This design comes from an exercise in tuning for small area on the open sky130 flow, not from production work. Where RTL was checked, it was by simulation tests only, not by an equivalence proof against the original. No functional check of the RTL was part of run 2. Power is estimated from default activity; no workload was simulated.

### design/flow/config.mk
export PLATFORM = sky130hd
export DESIGN_NAME = processor
export DESIGN_NICKNAME = processor
export VERILOG_FILES = /design/flow/design.v
export SDC_FILE = /design/flow/constraint.sdc
export NUM_CORES = 4
export LEC_CHECK = 0
export ABC_AREA = 1
export CAP_MARGIN = 20
export CORE_MARGIN = 2
export CORE_UTILIZATION = 40
export SLEW_MARGIN = 20
### design/flow/constraint.sdc
create_clock -name core_clock -period 7.0 [get_ports {clock_i}]
set_input_delay 1.4000 -clock core_clock [delete_from_list [all_inputs] [get_ports {clock_i}]]
set_output_delay 1.4000 -clock core_clock [all_outputs]
set_load 0.01 [all_outputs]
### design/flow/design.v
`default_nettype none
package pipe_pkg;
    localparam int XLEN  = 32;   
    localparam int REG_W = 5;    
endpackage
`default_nettype wire
`timescale 1ns/1ns
`default_nettype none
module alu #(
    parameter int K = 4
) (
    input  wire logic [31:0] a_i,
    input  wire logic [31:0] b_i,
    input  wire logic        cin_i,
    output logic [31:0]      sum_o,
    output logic [31:0]      g_o,
    output logic [31:0]      p_o
);
    localparam int NB = 32 / K;
    logic [31:0]   g, p;
    logic [NB-1:0] bg, bp, cg, cp;
    logic [32:0]   c;
    always_comb begin
        g = a_i & b_i;
        p = a_i ^ b_i;
        for (int j = 0; j < NB; j++) begin
            bg[j] = g[j*K];
            bp[j] = p[j*K];
            for (int k = 1; k < K; k++) begin
                bg[j] = g[j*K+k] | (p[j*K+k] & bg[j]);
                bp[j] = bp[j] & p[j*K+k];
            end
        end
        cg = bg;
        cp = bp;
        cg[0] = bg[0] | (bp[0] & cin_i);
        for (int d = 1; d < NB; d = d * 2) begin
            for (int i = 2*d-1; i < NB; i = i + 2*d) begin
                cg[i] = cg[i] | (cp[i] & cg[i-d]);
                cp[i] = cp[i] & cp[i-d];
            end
        end
        for (int d = NB / 4; d >= 1; d = d / 2) begin
            for (int i = 3*d-1; i < NB; i = i + 2*d) begin
                cg[i] = cg[i] | (cp[i] & cg[i-d]);
                cp[i] = cp[i] & cp[i-d];
            end
        end
        c[0] = cin_i;
        for (int j = 0; j < NB; j++) begin
            for (int k = 0; k < K; k++) begin
                if (k == K-1) c[j*K+k+1] = cg[j];
                else          c[j*K+k+1] = g[j*K+k] | (p[j*K+k] & c[j*K+k]);
            end
        end
    end
    assign sum_o = p ^ c[31:0];
    assign g_o   = g;
    assign p_o   = p;
endmodule
`default_nettype wire
`timescale 1ns/1ns
`default_nettype none
import pipe_pkg::*;
module processor (
    input  wire logic             clock_i,
    input  wire logic             reset_i,
    output logic [XLEN-1:0]       imem_addr_o,
    input  wire logic [XLEN-1:0]  imem_data_i,
    output logic [XLEN-1:0]       dmem_addr_o,
    output logic [XLEN-1:0]       dmem_wdata_o,
    output logic                  dmem_wren_o,
    input  wire logic [XLEN-1:0]  dmem_rdata_i,
    output logic                  rf_write_en_o,
    output logic [REG_W-1:0]      rf_write_reg_o,
    output logic [XLEN-1:0]       rf_write_data_o,
    output logic [REG_W-1:0]      rf_read_reg_a_o,
    output logic [REG_W-1:0]      rf_read_reg_b_o,
    input  wire logic [XLEN-1:0]  rf_read_data_a_i,
    input  wire logic [XLEN-1:0]  rf_read_data_b_i
);
    logic [XLEN-1:0] pc_q;
    logic [XLEN-1:0] res_q;   
    logic            ph_q;    
    logic            tk_q;    
    logic [4:0]  opc, fn, shamt, rd, rs, rt;
    logic [31:0] imm, tgt;
    logic        is_rtype, is_j, is_bne, is_blt, is_addi, is_sw, is_lw;
    assign opc   = imem_data_i[31:27];
    assign rd    = imem_data_i[26:22];
    assign rs    = imem_data_i[21:17];
    assign rt    = imem_data_i[16:12];
    assign shamt = imem_data_i[11:7];
    assign fn    = imem_data_i[6:2];
    assign imm   = {{15{imem_data_i[16]}}, imem_data_i[16:0]};
    assign tgt   = {5'd0, imem_data_i[26:0]};
    assign is_rtype = (opc == 5'd0);
    assign is_j     = (opc == 5'd1);
    assign is_bne   = (opc == 5'd2);
    assign is_addi  = (opc == 5'd5);
    assign is_blt   = (opc == 5'd6);
    assign is_sw    = (opc == 5'd7);
    assign is_lw    = (opc == 5'd8);
    assign imem_addr_o     = pc_q;
    assign rf_read_reg_a_o = rs;
    assign rf_read_reg_b_o = is_rtype ? rt : rd;   
    logic        jmp, sub;
    logic [31:0] add_a, add_b, sum;
    assign jmp   = tk_q && is_j;
    assign sub   = !ph_q && ((is_rtype && fn == 5'd1) || is_bne || is_blt);
    always_comb begin
        if (ph_q) begin
            add_a = jmp ? 32'd0 : pc_q;
            add_b = !tk_q ? 32'd0 : (is_j ? tgt : imm);
        end else begin
            add_a = rf_read_data_a_i;
            add_b = (is_addi || is_sw || is_lw) ? imm : rf_read_data_b_i;
        end
    end
    logic [31:0] g, p;
    alu u_add (
        .a_i   (add_a),
        .b_i   (add_b ^ {32{sub}}),
        .cin_i (sub | (ph_q & !jmp)),
        .sum_o (sum),
        .g_o   (g),
        .p_o   (p)
    );
    logic ne, lt_ab, lt;
    assign ne    = !(&p);   
    assign lt_ab = (rf_read_data_a_i[31] ^ rf_read_data_b_i[31]) ? rf_read_data_a_i[31] : sum[31];
    assign lt    = ne && !lt_ab;   
    logic [31:0] shl, sra;
    assign shl = rf_read_data_a_i << shamt;
    assign sra = $signed(rf_read_data_a_i) >>> shamt;
    logic [31:0] rres;
    always_comb begin
        case (fn)
            5'd0, 5'd1: rres = sum;
            5'd2:       rres = g;   
            5'd3:       rres = g | p;
            5'd4:       rres = shl;
            5'd5:       rres = sra;
            default:    rres = '0;
        endcase
    end
    assign rf_write_reg_o  = rd;
    assign rf_write_data_o = is_lw ? dmem_rdata_i : res_q;
    assign rf_write_en_o   = ph_q && rd != 5'd0 && (is_rtype || is_addi || is_lw);
    assign dmem_addr_o     = res_q;
    assign dmem_wdata_o    = rf_read_data_b_i;
    assign dmem_wren_o     = ph_q && is_sw;
    always_ff @(posedge clock_i) begin
        res_q <= (is_rtype ? rres : sum);
        tk_q  <= is_j || (is_bne && ne) || (is_blt && lt);
        if (reset_i) begin
            pc_q <= '0;
            ph_q <= 1'b0;
        end else begin
            ph_q <= !ph_q;
            if (ph_q) pc_q <= sum;
        end
    end
endmodule
`default_nettype wire
### design/flow/run.sh
#!/bin/bash
# synth_recipe.tcl (not shown) runs the flow's synth.tcl, then flattens the netlist and writes it again
# the make line also repeats each setting of config.mk as NAME=value (left out here)
make -C /OpenROAD-flow-scripts/flow DESIGN_CONFIG=/design/flow/config.mk WORK_HOME=/design/flow/orfs CLKGATE_MAP_FILE= SYNTH_SCRIPT=/design/flow/synth_recipe.tcl finish
==> results of run 1 <==
synthesized netlist by cell type, drive strengths merged (3+ instances only):
library cell	number
a32o	3
nand4	10
dfxtp	66
ha	64
nor2	69
a32oi	8
inv	239
mux2i	9
nand2	551
nand3b	3
o22ai	84
a21oi	57
buf	104
o21ai	168
a221oi	7
o21a	13
fa	24
xor2	34
nor3	5
clkinv	3
clkbuf	43
or2	15
a211oi	4
nand3	97
o211ai	39
metal layers:
layer  routed length, µm  part of all wire, %  vias to the layer above  track usage (%)
met4                2292                  4.9                        0            16.40
met1               20010                   43                     5657            44.88
met5                   0                    0                        -                0
met2               20390                   43                      643            53.67
li1                    -                    -                     5972                -
met3                4176                  8.9                       81            6.178
power groups by stage:
stage               combinational [W]  clock, W  sequential (W)
finish                        0.00160  0.000482        0.000562
global route                  0.00174  0.000502        0.000574
CTS                           0.00158  0.000489        0.000560
detailed placement            0.00158         0        0.000567
global placement              0.00157         0        0.000565
floorplan                    0.000771         0        0.000591
area by class of cell:
cell class	instances	area (µm²)	area share [%]
multi-input cells	1279	7264	54.61
repair buffers	317	3080	23.16
flip-flops and latches	66	1323	9.942
inverters	242	920.9	6.922
well taps	330	412.9	3.104
clock buffers	9	225.2	1.693
clock inverters	7	76.32	0.5737
state kept, by name, summed over array words and instances, names as in the netlist:
| register | flops |
|---|---|
| tk_q | 1 |
| res_q | 32 |
| pc_q | 32 |
| ph_q | 1 |
logic make-up (layout without fill, tap and decap cells):
family	count (synthesis)	count (layout)	share of synthesized area, %
DFF	66	66	12.77
and+or+nand+nor	751	751	30.11
AOI/OAI and AO/OA	395	395	23.05
adders and majority gates	88	88	12.38
xor gates and xnor gates	36	36	3.772
muxes	9	9	0.8704
buffers and inverters	389	575	17.05
worst max-delay path: cells and delay by family:
family | cells | cell delay [ns]
adders and majority gates | 4 | 1.68
AOI/OAI and AO/OA | 4 | 0.67
xor gates and xnor gates | 2 | 0.53
and+or+nand+nor | 13 | 1.28
buffers and inverters | 6 | 1.31
worst max-delay path by stage:
stage	start	endpoint	slack, ns	cells past startpoint
2_1_floorplan	imem_data_i[28]	res_q[27]$_DFF_P_	1.13	30
3_3_place_gp	imem_data_i[27]	res_q[27]$_DFF_P_	0.25	29
3_5_place_dp	imem_data_i[27]	res_q[27]$_DFF_P_	0.09	29
4_1_cts	imem_data_i[27]	res_q[27]$_DFF_P_	0.45	29
5_1_grt	imem_data_i[31]	res_q[23]$_DFF_P_	0.03	31
6_report	imem_data_i[27]	res_q[27]$_DFF_P_	0.37	29
through the flow:
step,utilization (%),instances,setup WS (ns)
after detailed placement,51.33,2234,0.09103
final,52.52,2250,0.3736
after CTS,52.52,2250,0.4550
after global routing,52.52,2250,0.02540
after global placement,51.33,2234,0.2474
after floorplan,-,1734,1.134
==> run summary, run 1 <==
In the layout the commonest cells are 544 x sky130_fd_sc_hd__nand2_1, 272 x sky130_fd_sc_hd__clkdlybuf4s50_1, 200 x sky130_fd_sc_hd__inv_1. Combinational logic is responsible for 60.5% of the overall power. For this run, the leading register cell type out of synthesis is sky130_fd_sc_hd__dfxtp_1. The run finished with no timing, DRC or antenna violations. The proportion of layout cells with a drive suffix above 1 was 7.552%.

Ranked by total cell area, the synthesized netlist is headed by sky130_fd_sc_hd__nand2_1 20%, sky130_fd_sc_hd__dfxtp_1 13%, sky130_fd_sc_hd__ha_1 7.7%. The width of the chip was 164.9 µm; the count of port buffers added during placement was 274. Summed over all nets, the switching power comes to 0.001152 W. The run gives 12.77% as the fraction of the yosys area taken by sequential cells. The path class of the tightest hold or removal check is register to register. The mean instance size in the synthesized netlist came out at 5.969 µm².

On the final layout, the worst clock skew is 0.01075 ns. Cell count of the worst reg-to-reg path: 24. The tools report the DRC violation total after the first TritonRoute iteration as 1227. For this run, the total global-route usage over all layers was measured as 34.06%.

The run gives 68370 µm as the first-pass GRT wire length. Final setup violation count: 0. STA classifies the critical path startpoint as an input pin. The number of global-route vias before repair came out at 11700. The cell that appears most often on the critical path is sky130_fd_sc_hd__nand2_1.

Net switching is 43.59% of the power. Summed over all nets, the half-perimeter wirelength after detailed placement is 38050 µm. In the final design database the tool counted 2133 nets. The post-cts resize count came out at 0.

The biggest area contributor in the post-synthesis netlist is sky130_fd_sc_hd__nand2_1. Counting flops with a built-in enable in the synthesized netlist gives 0. For this design the ratio of total power to cell area is 198.6 mW/mm². The number of nets handed over by synthesis was 1952. The top cell type by area accounts for 19.73% of the synthesized area.

The clock network burns 18.3% of the power. Entering global routing, the biggest net connects 81 pins. The slowest stage of the critical path belongs to the cell sky130_fd_sc_hd__clkdlybuf4s50_1.

The type of the setup path with the least slack was input pin to register. The tightest hold margin came out at 0.5025 ns. The detailed router placed 12350 vias in this run. For this run, asynchronously set or reset flops after synthesis account for 0%. 0 antenna diodes ended up in the layout. The achievable clock frequency was 150.9 MHz; the number of pins exceeding their max-slew limit in the final report was 0. Max-cap violations in this run came to 0.

The mapped netlist covers 0.01035 mm². Setup repair after global routing left no endpoint under its margin. In this run, synthesis produced a sequential element count of 66.

The logs give 57 for the post-synthesis cell type count and 0.002642 W for the total power of the final layout. The run gives 37.75% as the relative slew slack. After global routing the overflow that remains totals 0. After detailed routing, the total wire length is 46870 µm. CTS saw 66 sinks. The relative contribution of sequential cells to total power is 21.3%, and the remaining antenna violation count is 0.

For the finished layout, the period the worst path requires is 6.626 ns. The logs give 0.02533 mm² for the area of the core and 3 for the number of H-tree levels. The clock latency on the worst-skew pair is 0.35 ns, and the highest fanout seen on the critical path is 7. The tools report the area enclosed by the die boundary as 0.02718 mm². The worst hold path terminates at pc_q[29]$_SDFFE_PP0P_. Summed over all failing endpoints, the final setup total negative slack is 0 ns. The tools report the master cell of the clock root buffer as sky130_fd_sc_hd__clkbuf_16. At the worst endpoint, the required time is 7.24 ns. Data arrives at the worst endpoint at 6.87 ns. The longest individual stage delay on the worst path was 0.55 ns; the transition at the pin with the smallest max-transition slack was 0.9328 ns. The nature of the critical path endpoint is a register.

The leakage power of the design is 6.362 nW. TritonCTS built the clock tree. Counting the buffers created by CTS gives 9.

The worst hold path begins at pc_q[29]$_SDFFE_PP0P_. After clock tree synthesis, the clock-pin slew on the worst setup and hold paths is 0.06 ns. The most common library cell in the layout ignoring fill and taps was sky130_fd_sc_hd__nand2_1.

The synthesized netlist cell count was 1734. In the routed design, unresolved DRC markers number 0. The instance area after placement was 0.01300 mm²; the buffer depth of the longest clock path was 2. The global placement routability congestion was 0.9593. The internal power is 0.001490 W.

The initial antenna violation count was 0; the worst supply voltage drop on vdd was 0.1545 mV. The worst hold path depth was 2. 275 I/O pins were placed.

The area growth from synthesis to layout is 28.53%. From bottom edge to top edge, the die measures 164.9 µm. The final cycle utilization of the critical path came out at 94.66%. For this run, the number of Yosys warnings is 2.

Post-CTS setup buffer count: 0. The endpoint identified for the worst register-to-register timing path is res_q[27]$_DFF_P_. For the number of iterations in the first detailed-routing pass, the log shows 6. The run gives 0 as the hold-fix buffer count after cts.

The initial utilization of the core area, before any placement, comes to 40.87%. Final hold violation count: 0. The minimum setup slack among reg-to-reg paths is 1.41 ns.

The floorplan has 58 rows. The post-detailed-route wirelength per cell is 20.83 µm, and the number of fill cells is 2724. Using the TritonRoute via totals, the vias-per-cell ratio works out to 5.490.

The tools report the source of the worst register-to-register timing path as ph_q$_SDFF_PP0_. The finished layout cell area came out at 0.01330 mm².
==> run 2: changes to the inputs <==
--- a/design/flow/design.v
+++ b/design/flow/design.v
@@ -131,7 +131,17 @@
     assign lt_ab = (rf_read_data_a_i[31] ^ rf_read_data_b_i[31]) ? rf_read_data_a_i[31] : sum[31];
     assign lt    = ne && !lt_ab;   
-    logic [31:0] shl, sra;
-    assign shl = rf_read_data_a_i << shamt;
-    assign sra = $signed(rf_read_data_a_i) >>> shamt;
+    logic        left, fill;
+    logic [31:0] sh_in, sh_out;
+    assign left  = (fn == 5'd4);
+    assign fill  = !left && rf_read_data_a_i[31];
+    always_comb begin
+        for (int i = 0; i < 32; i++) sh_in[i] = left ? rf_read_data_a_i[31-i] : rf_read_data_a_i[i];
+        sh_out = sh_in;
+        if (shamt[0]) sh_out = {{1{fill}},  sh_out[31:1]};
+        if (shamt[1]) sh_out = {{2{fill}},  sh_out[31:2]};
+        if (shamt[2]) sh_out = {{4{fill}},  sh_out[31:4]};
+        if (shamt[3]) sh_out = {{8{fill}},  sh_out[31:8]};
+        if (shamt[4]) sh_out = {{16{fill}}, sh_out[31:16]};
+    end
     logic [31:0] rres;
     always_comb begin
@@ -140,6 +150,6 @@
             5'd2:       rres = g;   
             5'd3:       rres = g | p;
-            5'd4:       rres = shl;
-            5'd5:       rres = sra;
+            5'd4:       for (int i = 0; i < 32; i++) rres[i] = sh_out[31-i];
+            5'd5:       rres = sh_out;
             default:    rres = '0;
         endcase
==> design/flow/flow/run.sh (new file) <==
#!/bin/bash
# Own layout flow: the standard flow (standard.sh), with two changes to
# how the layout is made:
#  - ABC maps the logic for area alone (abc_area.script beside this file),
#    leaving timing to OpenROAD's repair after placement;
#  - the port buffers placed on every input and output are buf_1 cells.
# Every tool's output goes to the log files ORFS writes under orfs/logs, and
# standard.sh's own output to standard.log in the work folder.
set -euo pipefail
W=$(pwd)
rm -rf "$W/scripts"
cp -r "$FLOW_HOME/scripts" "$W/scripts"
cp "$W/flow/abc_area.script" "$W/scripts/abc_area.script"
export SCRIPTS_DIR="$W/scripts"
export BUFFER_PORTS_ARGS="-buffer_cell sky130_fd_sc_hd__buf_1"
bash standard.sh > "$W/standard.log" 2>&1
==> design/flow/flow/abc_area.script (new file) <==
strash
dch
amap
topo
stime -c
==> design/flow/standard.sh (new file) <==
#!/bin/bash
# synth_recipe.tcl (not shown) runs the flow's synth.tcl, then flattens the netlist and writes it again
# the make line also repeats each setting of config.mk as NAME=value (left out here)
make -C /OpenROAD-flow-scripts/flow DESIGN_CONFIG=/design/flow/config.mk WORK_HOME=/design/flow/orfs CLKGATE_MAP_FILE= SYNTH_SCRIPT=/design/flow/synth_recipe.tcl "${@:-finish}"
removed: design/flow/run.sh
==> run summary, run 2 <==
The worst slack at placement was 0.2064 ns (was 0.09103 ns). The path class of the lowest-slack min-delay path is register to register (unchanged). Starting density of the core: 40.73% (was 40.87%). The proportion of total power due to net switching works out to 44.02% (was 43.59%).

The all-layer global routing usage was 31.67% (was 34.06%). The tools report the synthesized netlist cell count as 1049 (was 1734). The count of nets after finishing was 1565 (was 2133); the final cycle utilization of the critical path was 93.01% (was 94.66%).

The number of global-route vias before repair was 8731 (was 11700); the finished layout cell area was 0.009839 mm² (was 0.01330 mm²). The leakage power of the design came out at 3.554 nW (was 6.362 nW). Fraction of power consumed by the clock network: 21.2% (was 18.3%). Top library cells by usage in the layout, fill and taps aside: 274 x sky130_fd_sc_hd__buf_1, 126 x sky130_fd_sc_hd__clkinv_1, 101 x sky130_fd_sc_hd__o21ai_0, 101 x sky130_fd_sc_hd__o22a_1, 85 x sky130_fd_sc_hd__o22ai_1 (was 544 x sky130_fd_sc_hd__nand2_1, 272 x sky130_fd_sc_hd__clkdlybuf4s50_1, 200 x sky130_fd_sc_hd__inv_1). The run gives 0.02089 mm² (was 0.02718 mm²) as the area enclosed by the die boundary. The clock-pin slew reported for the worst setup and hold paths after clock tree synthesis works out to 0.06 ns (about the same). The highest fanout seen on the critical path is 10 (was 7), and the mean instance size in the synthesized netlist is 7.532 µm² (was 5.969 µm²). The run gives 50280 µm (was 68370 µm) as the first-pass GRT wire length. The minimum clock period came out at 6.511 ns (was 6.626 ns). For the instance area after placement, the log shows 0.009575 mm² (was 0.01300 mm²). Clock latency on the worst-skew pair: 0.35 ns (about the same).

The run gives 0 (unchanged) as the initial antenna violation count. The post-synthesis cell type count was 34 (was 57); the ratio of routed vias to standard cells was 6.017 (was 5.490). The tools report the final hold violation count as 0 (unchanged). The run gives 2 (unchanged) as the buffer depth of the longest clock path.

The run finished with no timing, DRC or antenna violations. For the cell count after placement, the log shows 1601 (was 2234). Biggest registers after layout: pc_q: 32 flops, res_q: 32 flops (unchanged).

The achievable clock frequency was 153.6 MHz (was 150.9 MHz); the area of the multi-input gates was 0.005951 mm² (was 0.007264 mm²). The tools report the post-CTS setup buffer count as 0 (unchanged). Maximum clock skew at final layout: 0.006332 ns (was 0.01075 ns). The minimum setup slack in the final design came out at 0.4892 ns (was 0.3736 ns). Cell with the most instances after synthesis: sky130_fd_sc_hd__clkinv_1 (was sky130_fd_sc_hd__nand2_1). The layout overhead on the synthesized area was 24.53% (was 28.53%).

The signal arrival time at the worst endpoint came out at 6.71 ns (was 6.87 ns). The master cell of the clock root buffer was sky130_fd_sc_hd__clkbuf_16 (unchanged). The core occupancy in the finished layout is 50.72% (was 52.52%).

The post-DP HPWL came out at 25950 µm (was 38050 µm). The tools report the total via count after detailed routing as 9729 (was 12350). The fraction of the yosys area taken by sequential cells was 16.72% (was 12.77%); the hold-fix buffer count after cts was 0 (unchanged). The number of fill cells is 2001 (was 2724), and the number of flops mapped to enable cells by yosys is 0 (unchanged). For the required arrival time at the worst endpoint, the log shows 7.20 ns (was 7.24 ns). Largest cells by area after synthesis: sky130_fd_sc_hd__dfxtp_1 17%, sky130_fd_sc_hd__o22a_1 11%, sky130_fd_sc_hd__ha_1 10% (was sky130_fd_sc_hd__nand2_1 20%, sky130_fd_sc_hd__dfxtp_1 13%, sky130_fd_sc_hd__ha_1 7.7%). Dominant cell type by area after synthesis: sky130_fd_sc_hd__dfxtp_1 (was sky130_fd_sc_hd__nand2_1). The tools report the relative contribution of sequential cells to total power as 26.7% (was 21.3%). The post-cts resize count was 0 (unchanged); the internal power was 0.001124 W (was 0.001490 W). The tools report the relative slew slack as 33.49% (was 37.75%). Fraction of registers with async set or reset after synthesis: 0% (unchanged).

The logs give 0 (unchanged) for the detailed-route DRC error count and 0.9323 (was 0.9593) for the global placement routability congestion. The most common library cell in the layout ignoring fill and taps is sky130_fd_sc_hd__buf_1 (was sky130_fd_sc_hd__nand2_1). The number of rows created at floorplan was 51 (was 58); the tightest hold margin was 0.4805 ns (was 0.5025 ns).

Setup repair after global routing left no endpoint under its margin. Number of antenna cells inserted: 0 (unchanged). The power density relative to cell area was 204.0 mW/mm² (was 198.6 mW/mm²); the DRC violation total after the first TritonRoute iteration was 904 (was 1227). The remaining antenna violation count is 0 (unchanged). The area of the core was 0.01940 mm² (was 0.02533 mm²); the number of standard cells in the layout, taps in and fillers out was 1617 (was 2250). List of most frequent post-synthesis cells: 131 x sky130_fd_sc_hd__clkinv_1, 110 x sky130_fd_sc_hd__o21ai_0, 101 x sky130_fd_sc_hd__o22a_1, 85 x sky130_fd_sc_hd__o22ai_1, 76 x sky130_fd_sc_hd__nand2_1 (was 544 x sky130_fd_sc_hd__nand2_1, 200 x sky130_fd_sc_hd__inv_1, 119 x sky130_fd_sc_hd__o21ai_1, 97 x sky130_fd_sc_hd__nand3_1, 84 x sky130_fd_sc_hd__o22ai_1).

The synthesis warning total was 2 (unchanged); the chip height was 144.5 µm (was 164.9 µm). The post-detailed-route wirelength per cell was 21.03 µm (was 20.83 µm); the overflow left after global routing was 0 (unchanged). The TritonCTS buffer count was 9 (unchanged); the combinational share of power was 52.1% (was 60.5%). The nature of the critical path endpoint was a register (unchanged).

For the number of nets in the synthesized netlist, the log shows 1267 (was 1952). The aggregate routed wire length was 34000 µm (was 46870 µm). The count of port buffers added during placement was 274 (unchanged); the number of max-cap violations was 0 (unchanged). The proportion of layout cells with a drive suffix above 1 is 8.284% (was 7.552%).

The fraction of synthesized cell area taken by the top area cell type is 16.72% (was 19.73%). The run gives 0.1148 mV (was 0.1545 mV) as the worst supply voltage drop on vdd. The width of the chip was 144.5 µm (was 164.9 µm). Number of H-tree levels: 3 (unchanged).

The cell area after synthesis was 0.007901 mm² (was 0.01035 mm²). The number of iterations in the first detailed-routing pass was 6 (unchanged). The type of the setup path with the least slack is input pin to register (unchanged).

The total area of sequential cells was 0.001321 mm² (was 0.001323 mm²). Flip-flop cell with the highest count after synthesis: sky130_fd_sc_hd__dfxtp_1 (unchanged). The total of flip-flops plus latches after synthesis is 66 (unchanged), and the switching power is 0.0008834 W (was 0.001152 W). The tools report the top-level I/O count as 275 (unchanged). The transition at the pin with the smallest max-transition slack works out to 0.9872 ns (was 0.9328 ns). The run gives 0 (unchanged) as the number of pins exceeding their max-slew limit in the final report. TritonCTS built the clock tree. The logs give 43 (was 81) for the pin count of the biggest net entering global routing and 66 (unchanged) for the number of sinks handled by clock tree synthesis. The nature of the critical path startpoint is an input pin (unchanged).

The final setup violation count came out at 0 (unchanged).
-- run 2: cell types whose count changed in the layout (fill, tap and decap cells not counted), sizes merged, moves of 34 or more --
cell / previous run / this run
buf: 45 / 329
o211ai: 39 / 0
nand3: 97 / 4
xor2: 34 / 0
o21ai: 168 / 110
nand2: 551 / 76
clkinv: 4 / 135
inv: 242 / 0
clkdlybuf4s50: 272 / 0
o22a: 0 / 101
-- run 2: metrics by stage --
| step | power [W] | setup TNS (ns) |
|---|---|---|
| 2_1_floorplan | 0.001202 | -0.1666 |
| 3_3_place_gp | 0.001571 | 0 |
| 3_5_place_dp | 0.001575 | 0 |
| 4_1_cts | 0.002011 | 0 |
| 5_1_grt | 0.002165 | 0 |
| 6_report | 0.002007 | 0 |
-- run 2: final cells by class --
type / instances / area share, %
clock buffer: 11 / 2.365
clock inverter: 5 / 0.3179
inverter: 131 / 5.137
multi-input combinational: 810 / 60.48
sequential: 66 / 13.43
tap: 265 / 3.370
timing repair buffer: 329 / 14.90
-- run 2: routing by layer --
metal,track usage [%],up-vias,part of all wire [%]
li1,-,4612,-
met1,42.23,4607,44
met2,52.71,452,46
met3,5.397,58,7.5
met4,8.891,0,2.7
met5,0,-,0
-- run 2: path summary, 6_finish.rpt --
kind              depth (start not counted)                  start  slack, ns                     to
setup reg to reg                         23        ph_q$_SDFF_PP0_       1.55      res_q[31]$_DFF_P_
setup / recovery                         28        imem_data_i[29]       0.49      res_q[31]$_DFF_P_
hold / removal                            2  pc_q[28]$_SDFFE_PP0P_       0.48  pc_q[28]$_SDFFE_PP0P_
hold reg to reg                           2  pc_q[28]$_SDFFE_PP0P_       0.48  pc_q[28]$_SDFFE_PP0P_
-- run 2: cell families after synthesis --
family | share of synthesized area, %
flip-flops | 16.72
AO/OA/AOI/OAI | 45.23
adder cells (fa/ha/maj) | 16.22
buffers and inverters | 10.21
AND/OR/NAND/NOR | 11.62
-- run 2: critical path, stage by stage --
cell	delay, ns
sky130_fd_sc_hd__buf_1	0.09
sky130_fd_sc_hd__clkinv_1	0.10
sky130_fd_sc_hd__or3_1	0.37
sky130_fd_sc_hd__nor2b_1	0.22
sky130_fd_sc_hd__nor2_2	0.11
sky130_fd_sc_hd__o21ai_2	0.26
sky130_fd_sc_hd__buf_12	0.18
sky130_fd_sc_hd__a32oi_1	0.08
sky130_fd_sc_hd__a21oi_1	0.24
sky130_fd_sc_hd__clkinv_1	0.10
sky130_fd_sc_hd__ha_1	0.36
sky130_fd_sc_hd__nand4_1	0.16
sky130_fd_sc_hd__o221ai_2	0.27
sky130_fd_sc_hd__a221oi_2	0.10
sky130_fd_sc_hd__buf_4	0.17
sky130_fd_sc_hd__o2111ai_2	0.22
sky130_fd_sc_hd__clkinv_2	0.12
sky130_fd_sc_hd__o2111ai_4	0.24
sky130_fd_sc_hd__clkinv_2	0.08
sky130_fd_sc_hd__o221ai_2	0.22
sky130_fd_sc_hd__fa_2	0.25
sky130_fd_sc_hd__fa_2	0.21
sky130_fd_sc_hd__clkinv_2	0.06
sky130_fd_sc_hd__fa_1	0.43
sky130_fd_sc_hd__a21oi_2	0.25
sky130_fd_sc_hd__o221ai_1	0.14
sky130_fd_sc_hd__nor3_1	0.17
sky130_fd_sc_hd__o22ai_1	0.10
-- run 2: power groups by stage --
| stage | clock network (W) | logic [W] | registers, W |
|---|---|---|---|
| 4_1_cts | 0.000436 | 0.00104 | 0.000536 |
| 2_1_floorplan | 0 | 0.000624 | 0.000577 |
| 3_3_place_gp | 0 | 0.00103 | 0.000542 |
| 5_1_grt | 0.000449 | 0.00117 | 0.000549 |
| 3_5_place_dp | 0 | 0.00103 | 0.000544 |
| 6_report | 0.000425 | 0.00105 | 0.000536 |

==> port drivers added, routing unchanged <==
The results above use ideal ports. As a check the final layouts listed here were re-extracted and re-timed, cells and wires unchanged. Step 1 assumes that a clkbuf_16 drives the clock port and a buf_2 every other input. Step 2 also shifts input and output timing later by t, the mid clock arrival at the registers, as if the neighbouring blocks saw the same clock. Slacks: ideal / step 1 / step 2; pairs: ideal / step 1.
run	shift t [ns]	setup slack, ns	worst setup path after step 2	latest minus earliest clock arrival (ns)	worst register clock-pin slew, ns
run 1	0.403	0.374 / 0.397 / -0.006	input to register	0.012 / 0.012	0.07 / 0.07
run 2	0.393	0.489 / 0.507 / 0.114	input to register	0.006 / 0.006	0.06 / 0.06
With both steps, setup timing fails in run 1, where it was met with ideal ports. The setup slack of run 1, which loses most, moves by +0.023 ns with the drivers and by -0.380 ns with both steps.
